This design comes from an exercise in tuning for small area on the open sky130 flow, not from production work. Where RTL was checked, it was by simulation tests only, not by an equivalence proof against the original.

==> module alb_scale, before the edit <==
module alb_scale (
    input  logic                       aclk,
    input  logic                       aresetn,
    input  logic                       in_valid,
    output logic                       in_ready,
    input  logic [alb_pkg::SUM_W-1:0]  sum,
    output logic                       out_valid,
    input  logic                       out_ready,
    input  logic [alb_pkg::CFG_W-1:0]  min_level,
    input  logic [alb_pkg::CFG_W-1:0]  max_level,
    output logic [alb_pkg::CFG_W-1:0]  quot
);
    function automatic [3:0] div5_step(input [3:0] v);
        case (v)
            4'd5:    div5_step = {1'b1, 3'd0};
            4'd6:    div5_step = {1'b1, 3'd1};
            4'd7:    div5_step = {1'b1, 3'd2};
            4'd8:    div5_step = {1'b1, 3'd3};
            4'd9:    div5_step = {1'b1, 3'd4};
            default: div5_step = {1'b0, v[2:0]};
        endcase
    endfunction
    function automatic [13:0] add14(input [13:0] a, input [13:0] b, input cin);
        logic c;
        c = cin;
        for (int i = 0; i < 14; i++) begin
            add14[i] = a[i] ^ b[i] ^ c;
            c        = (a[i] & b[i]) | (a[i] & c) | (b[i] & c);
        end
    endfunction
    logic        va_reg, vp_reg, vq_reg, ra, rp, rq;
    logic [9:0]  avg, a, a_reg;
    logic        zero_reg;
    logic [3:0]  d;
    logic [13:0] p;
    logic [3:0]  p_hi_reg, p_lo_reg;
    logic        p_ones_reg, zero_p_reg;
    logic        c;
    logic [3:0]  quot_next, quot_reg;
    assign rq       = !vq_reg || out_ready;
    assign rp       = !vp_reg || rq;
    assign ra       = !va_reg || rp;
    assign in_ready = ra;
    always_comb begin
        logic [2:0] r;
        logic [3:0] o;
        r = sum[13:11];
        for (int i = 9; i >= 0; i--) begin
            o      = div5_step({r, sum[i+1]});
            avg[i] = o[3];
            r      = o[2:0];
        end
    end
    always_comb begin
        logic z;
        z = 1'b1;
        for (int i = 0; i < 10; i++) begin
            a[i] = avg[i] ^ z;
            z    = z & !avg[i];
        end
    end
    always_comb begin
        logic b;
        b = 1'b0;
        for (int i = 0; i < 4; i++) begin
            d[i] = max_level[i] ^ min_level[i] ^ b;
            b    = (!max_level[i] & min_level[i]) | (!(max_level[i] ^ min_level[i]) & b);
        end
    end
    always_comb begin
        logic [13:0] acc;
        acc = d[0] ? 14'(a_reg) << 1 : 14'(a_reg);
        acc = add14(acc, d[1] ? 14'(a_reg) << 1 : 14'd0, 1'b0);
        acc = add14(acc, d[2] ? 14'(a_reg) << 2 : 14'd0, 1'b0);
        acc = add14(acc, d[3] ? 14'(a_reg) << 3 : 14'd0, 1'b0);
        p   = acc;
    end
    always_comb begin
        logic cc;
        cc = 1'b1;
        for (int i = 0; i < 4; i++) begin
            cc = (p_lo_reg[i] & p_hi_reg[i]) | (p_lo_reg[i] & cc) | (p_hi_reg[i] & cc);
        end
        c  = cc & p_ones_reg;
        cc = c;
        for (int i = 0; i < 4; i++) begin
            quot_next[i] = p_hi_reg[i] ^ cc;
            cc           = cc & p_hi_reg[i];
        end
        if (zero_p_reg) begin
            quot_next = 4'd0;
        end
    end
    always_ff @(posedge aclk) begin
        if (!aresetn) begin
            va_reg <= 1'b0;
            vp_reg <= 1'b0;
            vq_reg <= 1'b0;
        end else begin
            if (ra) begin
                va_reg <= in_valid;
            end
            if (rp) begin
                vp_reg <= va_reg;
            end
            if (rq) begin
                vq_reg <= vp_reg;
            end
        end
    end
    always_ff @(posedge aclk) begin
        if (in_valid && ra) begin
            a_reg    <= a;
            zero_reg <= (avg == 10'd0);
        end
        if (va_reg && rp) begin
            p_hi_reg   <= p[13:10];
            p_lo_reg   <= p[3:0];
            p_ones_reg <= &p[9:4];
            zero_p_reg <= zero_reg;
        end
        if (vp_reg && rq) begin
            quot_reg <= quot_next;
        end
    end
    assign out_valid = vq_reg;
    assign quot      = quot_reg;
endmodule
clock: 7.0 ns
lec_check: 0
cap_margin: 20
core_margin: 2
core_utilization: 40
place_density: 0.6
slew_margin: 20
run.sh (not shown) runs the stock make flow with config.mk's settings and CLKGATE_MAP_FILE= SYNTH_SCRIPT=/design/flow/synth_recipe.tcl, a recipe that flattens the netlist after the stock synthesis.
Edit:
--- a/flow/design.v
+++ b/flow/design.v
@@ -83,24 +83,21 @@
         c = cin;
         for (int i = 0; i < 14; i++) begin
             add14[i] = a[i] ^ b[i] ^ c;
             c        = (a[i] & b[i]) | (a[i] & c) | (b[i] & c);
         end
     endfunction
-    logic        va_reg, vp_reg, vq_reg, ra, rp, rq;
+    logic        va_reg, vq_reg, ra, rq;
     logic [9:0]  avg, a, a_reg;
     logic        zero_reg;
     logic [3:0]  d;
     logic [13:0] p;
-    logic [3:0]  p_hi_reg, p_lo_reg;
-    logic        p_ones_reg, zero_p_reg;
     logic        c;
     logic [3:0]  quot_next, quot_reg;
     assign rq       = !vq_reg || out_ready;
-    assign rp       = !vp_reg || rq;
-    assign ra       = !va_reg || rp;
+    assign ra       = !va_reg || rq;
     assign in_ready = ra;
     always_comb begin
         logic [2:0] r;
         logic [3:0] o;
         r = sum[13:11];
         for (int i = 9; i >= 0; i--) begin
@@ -134,53 +131,43 @@
         p   = acc;
     end
     always_comb begin
         logic cc;
         cc = 1'b1;
         for (int i = 0; i < 4; i++) begin
-            cc = (p_lo_reg[i] & p_hi_reg[i]) | (p_lo_reg[i] & cc) | (p_hi_reg[i] & cc);
-        end
-        c  = cc & p_ones_reg;
+            cc = (p[i] & p[10+i]) | (p[i] & cc) | (p[10+i] & cc);
+        end
+        c  = cc & (&p[9:4]);
         cc = c;
         for (int i = 0; i < 4; i++) begin
-            quot_next[i] = p_hi_reg[i] ^ cc;
-            cc           = cc & p_hi_reg[i];
-        end
-        if (zero_p_reg) begin
+            quot_next[i] = p[10+i] ^ cc;
+            cc           = cc & p[10+i];
+        end
+        if (zero_reg) begin
             quot_next = 4'd0;
         end
     end
     always_ff @(posedge aclk) begin
         if (!aresetn) begin
             va_reg <= 1'b0;
-            vp_reg <= 1'b0;
             vq_reg <= 1'b0;
         end else begin
             if (ra) begin
                 va_reg <= in_valid;
             end
-            if (rp) begin
-                vp_reg <= va_reg;
-            end
             if (rq) begin
-                vq_reg <= vp_reg;
+                vq_reg <= va_reg;
             end
         end
     end
     always_ff @(posedge aclk) begin
         if (in_valid && ra) begin
             a_reg    <= a;
             zero_reg <= (avg == 10'd0);
         end
-        if (va_reg && rp) begin
-            p_hi_reg   <= p[13:10];
-            p_lo_reg   <= p[3:0];
-            p_ones_reg <= &p[9:4];
-            zero_p_reg <= zero_reg;
-        end
-        if (vp_reg && rq) begin
+        if (va_reg && rq) begin
             quot_reg <= quot_next;
         end
     end
     assign out_valid = vq_reg;
     assign quot      = quot_reg;
 endmodule
- The changed run finished but fails on setup timing
- clock-buffer cell count is unchanged
- synthesized area goes up by about 0.6%
- worst setup slack degrades by 1.2 ns
- global-route usage goes up by 0.97 points
- flip-flop and latch count goes down by 11
Only the layout flow was run in the second run of this note; the RTL was not checked for function there.

========
The RTL this note starts from:
==> flow/design.v <==
package alb_pkg;
    localparam int SAMPLE_W   = 10;     
    localparam int LEVEL_W    = 5;      
    localparam int CFG_W      = 4;      
    localparam int CFG_IDX_W  = 2;
    localparam int WINDOW_LEN = 10;
    localparam int SUM_W      = 14;     
endpackage
module alb_window (
    input  logic                          aclk,
    input  logic                          aresetn,
    input  logic                          upd,       
    input  logic [alb_pkg::SAMPLE_W-1:0]  in_sample,
    output logic [alb_pkg::SUM_W-1:0]     sum_m10
);
    localparam int N = alb_pkg::WINDOW_LEN;
    localparam int W = alb_pkg::SUM_W;
    logic [alb_pkg::SAMPLE_W-1:0] ent [N];    
    logic [3:0]                   cnt;        
    logic                         first;
    logic [W-1:0]                 op_b, op_c, csa_s, csa_c, sum_next;
    assign first = (cnt == 4'd0);
    assign op_b = first ? {3'b000, in_sample, 1'b0} : {4'b0000, in_sample};
    assign op_c = first ? {1'b0, in_sample, 3'b000} : ~{4'b0000, ent[N-1]};
    always_comb begin
        logic c;
        csa_s    = sum_m10 ^ op_b ^ op_c;
        csa_c    = {(sum_m10[W-2:0] & op_b[W-2:0]) | (sum_m10[W-2:0] & op_c[W-2:0]) | (op_b[W-2:0] & op_c[W-2:0]), !first};
        c        = 1'b0;
        for (int i = 0; i < W; i++) begin
            sum_next[i] = csa_s[i] ^ csa_c[i] ^ c;
            c           = (csa_s[i] & csa_c[i]) | (csa_s[i] & c) | (csa_c[i] & c);
        end
    end
    always_ff @(posedge aclk) begin
        if (upd) begin
            ent[0] <= in_sample;
            for (int i = 1; i < N - 1; i++) begin
                ent[i] <= ent[i-1];
            end
        end
        if (upd && (first || cnt == 4'(N))) begin
            ent[N-1] <= first ? in_sample : ent[N-2];
        end
    end
    always_ff @(posedge aclk) begin
        if (!aresetn) begin
            cnt     <= '0;
            sum_m10 <= 14'h3ff6;    
        end else if (upd) begin
            if (cnt != 4'(N)) begin
                cnt <= cnt + 4'd1;
            end
            sum_m10 <= sum_next;
        end
    end
endmodule
module alb_scale (
    input  logic                       aclk,
    input  logic                       aresetn,
    input  logic                       in_valid,
    output logic                       in_ready,
    input  logic [alb_pkg::SUM_W-1:0]  sum_m10,
    output logic                       out_valid,
    input  logic                       out_ready,
    input  logic [alb_pkg::CFG_W-1:0]  min_level,
    input  logic [alb_pkg::CFG_W-1:0]  max_level,
    output logic [alb_pkg::CFG_W-1:0]  target
);
    function automatic [4:0] div10_step(input [4:0] v);
        case (v)
            5'd10:   div10_step = {1'b1, 4'd0};
            5'd11:   div10_step = {1'b1, 4'd1};
            5'd12:   div10_step = {1'b1, 4'd2};
            5'd13:   div10_step = {1'b1, 4'd3};
            5'd14:   div10_step = {1'b1, 4'd4};
            5'd15:   div10_step = {1'b1, 4'd5};
            5'd16:   div10_step = {1'b1, 4'd6};
            5'd17:   div10_step = {1'b1, 4'd7};
            5'd18:   div10_step = {1'b1, 4'd8};
            5'd19:   div10_step = {1'b1, 4'd9};
            default: div10_step = {1'b0, v[3:0]};
        endcase
    endfunction
    function automatic [13:0] add14(input [13:0] a, input [13:0] b, input cin);
        logic c;
        c = cin;
        for (int i = 0; i < 14; i++) begin
            add14[i] = a[i] ^ b[i] ^ c;
            c        = (a[i] & b[i]) | (a[i] & c) | (b[i] & c);
        end
    endfunction
    logic        va_reg, vp_reg, ra, rp;
    logic [9:0]  a, a_reg;
    logic [3:0]  d;
    logic        crossed;
    logic [13:0] p;
    logic [3:0]  p_hi_reg, p_lo_reg;
    logic        p_ones_reg;
    logic [3:0]  quot;
    assign rp       = !vp_reg || out_ready;
    assign ra       = !va_reg || rp;
    assign in_ready = ra;
    always_comb begin
        logic [3:0] r;
        logic [4:0] o;
        r = sum_m10[13:10];
        for (int i = 9; i >= 0; i--) begin
            o    = div10_step({r, sum_m10[i]});
            a[i] = o[4];
            r    = o[3:0];
        end
    end
    always_comb begin
        logic b;
        b = 1'b0;
        for (int i = 0; i < 4; i++) begin
            d[i] = max_level[i] ^ min_level[i] ^ b;
            b    = (!max_level[i] & min_level[i]) | (!(max_level[i] ^ min_level[i]) & b);
        end
        crossed = b;
    end
    always_comb begin
        logic [13:0] acc;
        acc = d[0] ? 14'(a_reg) << 1 : 14'(a_reg);
        acc = add14(acc, d[1] ? 14'(a_reg) << 1 : 14'd0, 1'b0);
        acc = add14(acc, d[2] ? 14'(a_reg) << 2 : 14'd0, 1'b0);
        acc = add14(acc, d[3] ? 14'(a_reg) << 3 : 14'd0, 1'b0);
        p   = acc;
    end
    always_comb begin
        logic cc;
        cc = 1'b1;
        for (int i = 0; i < 4; i++) begin
            cc = (p_lo_reg[i] & p_hi_reg[i]) | (p_lo_reg[i] & cc) | (p_hi_reg[i] & cc);
        end
        cc = cc & p_ones_reg;
        for (int i = 0; i < 4; i++) begin
            quot[i] = p_hi_reg[i] ^ cc;
            cc      = cc & p_hi_reg[i];
        end
    end
    always_comb begin
        logic b;
        b = 1'b0;
        for (int i = 0; i < 4; i++) begin
            target[i] = max_level[i] ^ quot[i] ^ b;
            b         = (!max_level[i] & quot[i]) | (!(max_level[i] ^ quot[i]) & b);
        end
    end
    always_ff @(posedge aclk) begin
        if (!aresetn) begin
            va_reg <= 1'b0;
            vp_reg <= 1'b0;
        end else begin
            if (ra) begin
                va_reg <= in_valid;
            end
            if (rp) begin
                vp_reg <= va_reg;
            end
        end
    end
    always_ff @(posedge aclk) begin
        if (in_valid && ra) begin
            a_reg <= a;
        end
        if (va_reg && rp) begin
            p_hi_reg   <= crossed ? d : p[13:10];
            p_lo_reg   <= crossed ? 4'hf : p[3:0];
            p_ones_reg <= crossed || (&p[9:4]);
        end
    end
    assign out_valid = vp_reg;
endmodule
module alb_level (
    input  logic [alb_pkg::CFG_W-1:0]  target,
    input  logic [alb_pkg::CFG_W-1:0]  level,
    output logic [alb_pkg::CFG_W-1:0]  level_next,
    output logic                       moved
);
    logic below;    
    always_comb begin
        logic b;
        b = 1'b0;
        for (int i = 0; i < 4; i++) begin
            b = (!target[i] & level[i]) | (!(target[i] ^ level[i]) & b);
        end
        below = b;
        moved = (target != level);
    end
    always_comb begin
        logic c;
        c = 1'b0;
        for (int i = 0; i < 4; i++) begin
            level_next[i] = level[i] ^ (i == 0 ? moved : below) ^ c;
            c             = (level[i] & (i == 0 ? moved : below)) | (level[i] & c) | ((i == 0 ? moved : below) & c);
        end
    end
endmodule
module ambient_light_brightness_tracker (
    input  logic                  aclk,
    input  logic                  aresetn,
    input  logic                  cfg_wr_en,
    input  logic [alb_pkg::CFG_IDX_W-1:0]  cfg_index,
    input  logic [alb_pkg::CFG_W-1:0]      cfg_wdata,
    input  logic                  s_valid,
    output logic                  s_ready,
    input  logic [alb_pkg::SAMPLE_W-1:0]   s_light_sample,
    output logic                  m_valid,
    input  logic                  m_ready,
    output logic signed [alb_pkg::LEVEL_W-1:0] m_level,
    output logic                  m_level_written,
    output logic signed [alb_pkg::LEVEL_W-1:0] m_target_level
);
    logic                        auto_enable;
    logic [alb_pkg::CFG_W-1:0]   manual_level, min_level, max_level;
    logic                        v1, r1, r2, upd;
    logic [alb_pkg::SUM_W-1:0]   sum_m10;
    logic [alb_pkg::CFG_W-1:0]   target, level_reg, level_next;
    logic                        moved;
    always_ff @(posedge aclk) begin
        if (!aresetn) begin
            auto_enable  <= 1'b1;
            manual_level <= 4'd8;
            min_level    <= 4'd0;
            max_level    <= 4'd15;
        end else if (cfg_wr_en) begin
            case (cfg_index)
                2'd0: auto_enable  <= cfg_wdata[0];
                2'd1: manual_level <= cfg_wdata;
                2'd2: min_level    <= cfg_wdata;
                2'd3: max_level    <= cfg_wdata;
                default: ;
            endcase
        end
    end
    assign r1      = !v1 || r2;
    assign s_ready = r1;
    assign upd     = s_valid && r1 && auto_enable;
    alb_window u_window (
        .aclk      (aclk),
        .aresetn   (aresetn),
        .upd       (upd),
        .in_sample (s_light_sample),
        .sum_m10   (sum_m10)
    );
    alb_scale u_scale (
        .aclk      (aclk),
        .aresetn   (aresetn),
        .in_valid  (v1),
        .in_ready  (r2),
        .sum_m10   (sum_m10),
        .out_valid (m_valid),
        .out_ready (m_ready),
        .min_level (min_level),
        .max_level (max_level),
        .target    (target)
    );
    alb_level u_level (
        .target     (target),
        .level      (level_reg),
        .level_next (level_next),
        .moved      (moved)
    );
    always_ff @(posedge aclk) begin
        if (!aresetn) begin
            v1        <= 1'b0;
            level_reg <= '0;
        end else begin
            if (r1) begin
                v1 <= s_valid;
            end
            if (m_valid && m_ready && auto_enable) begin
                level_reg <= level_next;
            end
        end
    end
    assign m_level         = auto_enable ? {1'b0, level_next} : {1'b0, manual_level};
    assign m_level_written = auto_enable ? moved : 1'b1;
    assign m_target_level  = auto_enable ? {1'b0, target} : 5'd0;
endmodule
export LEC_CHECK = 0
export ABC_AREA = 1
export CAP_MARGIN = 20
export CORE_MARGIN = 2
export CORE_UTILIZATION = 40
export CTS_BUF_LIST = sky130_fd_sc_hd__clkbuf_8
export PLACE_DENSITY = 0.6
export SLEW_MARGIN = 20
create_clock -name core_clock -period 7.0 [get_ports {aclk}]
standard.sh (not shown) runs the stock make flow with config.mk's settings and CLKGATE_MAP_FILE= SYNTH_SCRIPT=/design/flow/synth_recipe.tcl, a recipe that flattens the netlist after the stock synthesis.
==> flow/flow/run.sh <==
#!/bin/bash
# Standard layout, with three changes: ABC maps for area only (flow/abc_area.script
# replaces ORFS's abc_area.script in a copy of the ORFS scripts), the port
# buffers are the smallest buffer, and clock tree synthesis adds no dummy loads.
# Every tool's output goes to a log here.
set -euo pipefail
rm -rf scr
cp -r "$FLOW_HOME/scripts" scr
cp flow/abc_area.script scr/abc_area.script
bash standard.sh SCRIPTS_DIR="$PWD/scr" BUFFER_PORTS_ARGS="-buffer_cell sky130_fd_sc_hd__buf_1" \
    CTS_ARGS="-sink_clustering_enable -repair_clock_nets -buf_list sky130_fd_sc_hd__clkbuf_8 -dont_use_dummy_load" \
    > make_finish.log 2>&1
==> flow/flow/abc_area.script <==
strash
dch
map -a -B 0.9
strash
dch
map -a -B 0.9
topo
Next try:
--- a/flow/design.v
+++ b/flow/design.v
@@ -91,13 +91,14 @@
         end
     endfunction
     logic        va_reg, vp_reg, ra, rp;
     logic [9:0]  a, a_reg;
+    logic        zero_reg;
     logic [3:0]  d;
     logic        crossed;
     logic [13:0] p;
-    logic [3:0]  p_hi_reg, p_lo_reg;
-    logic        p_ones_reg;
+    logic [3:0]  p_hi_reg;
+    logic        c, c_reg;
     logic [3:0]  quot;
     assign rp       = !vp_reg || out_ready;
     assign ra       = !va_reg || rp;
     assign in_ready = ra;
@@ -131,11 +132,15 @@
     always_comb begin
         logic cc;
         cc = 1'b1;
         for (int i = 0; i < 4; i++) begin
-            cc = (p_lo_reg[i] & p_hi_reg[i]) | (p_lo_reg[i] & cc) | (p_hi_reg[i] & cc);
-        end
-        cc = cc & p_ones_reg;
+            cc = (p[i] & p[10+i]) | (p[i] & cc) | (p[10+i] & cc);
+        end
+        c = cc & (&p[9:4]);
+    end
+    always_comb begin
+        logic cc;
+        cc = c_reg;
         for (int i = 0; i < 4; i++) begin
             quot[i] = p_hi_reg[i] ^ cc;
             cc      = cc & p_hi_reg[i];
         end
@@ -162,14 +167,14 @@
         end
     end
     always_ff @(posedge aclk) begin
         if (in_valid && ra) begin
-            a_reg <= a;
+            a_reg    <= a;
+            zero_reg <= sum_m10[13] & sum_m10[12];
         end
         if (va_reg && rp) begin
-            p_hi_reg   <= crossed ? d : p[13:10];
-            p_lo_reg   <= crossed ? 4'hf : p[3:0];
-            p_ones_reg <= crossed || (&p[9:4]);
+            p_hi_reg <= crossed ? d : (zero_reg ? 4'd0 : p[13:10]);
+            c_reg    <= crossed || (!zero_reg && c);
         end
     end
     assign out_valid = vp_reg;
 endmodule
Result: The changed run finished but failed the layout checks on setup timing. Register-to-register slack is worse by 290 ps. Final cell count is unchanged. Clock skew drops by 11 ps. Worst setup slack gets worse by 290 ps. Maximum frequency went down by a few percent. Critical path depth climbs by 6. First-iteration DRC count came out higher by roughly a tenth. Global-route usage is higher by 0.54 points. Synthesized cell count does not change. Flip-flop and latch count went down by 3.
No functional check of the RTL was part of any run of this note.

[what the ideal ports hide]
The flow's constraints put no driver on any port. The routed layouts listed below were extracted and timed again, unchanged, in two steps.
Step 1 assumes that a clkbuf_16 drives the clock port and a buf_2 every other input.
Step 2, shift: input delay + t, output delay - t, t = (earliest + latest rising clock arrival at the registers) / 2. This alone moves slack from input paths to output paths.
a / b / c = no drivers / after step 1 / after step 2; a / b = the first two.
run	t, ns	slack for setup (ns)	slew at the worst register clock pin (ns)	worst slew at a driven data input, ns
the first run of note 1	0.470	0.276 / 0.276 / -0.132	0.08 / 0.08	0.03
the second run of note 1	0.471	-0.883 / -0.883 / -0.883	0.08 / 0.08	0.04
the first run of note 2	0.462	0.211 / 0.211 / -0.103	0.10 / 0.10	0.03
the second run of note 2	0.476	-0.078 / -0.078 / -0.214	0.09 / 0.09	0.04
Met with ideal ports but missed after step 2: setup timing in the first run of note 1 and the first run of note 2. The setup slack of the first run of note 1, which loses most, moves by 0.000 ns with the drivers and by -0.408 ns with both steps.
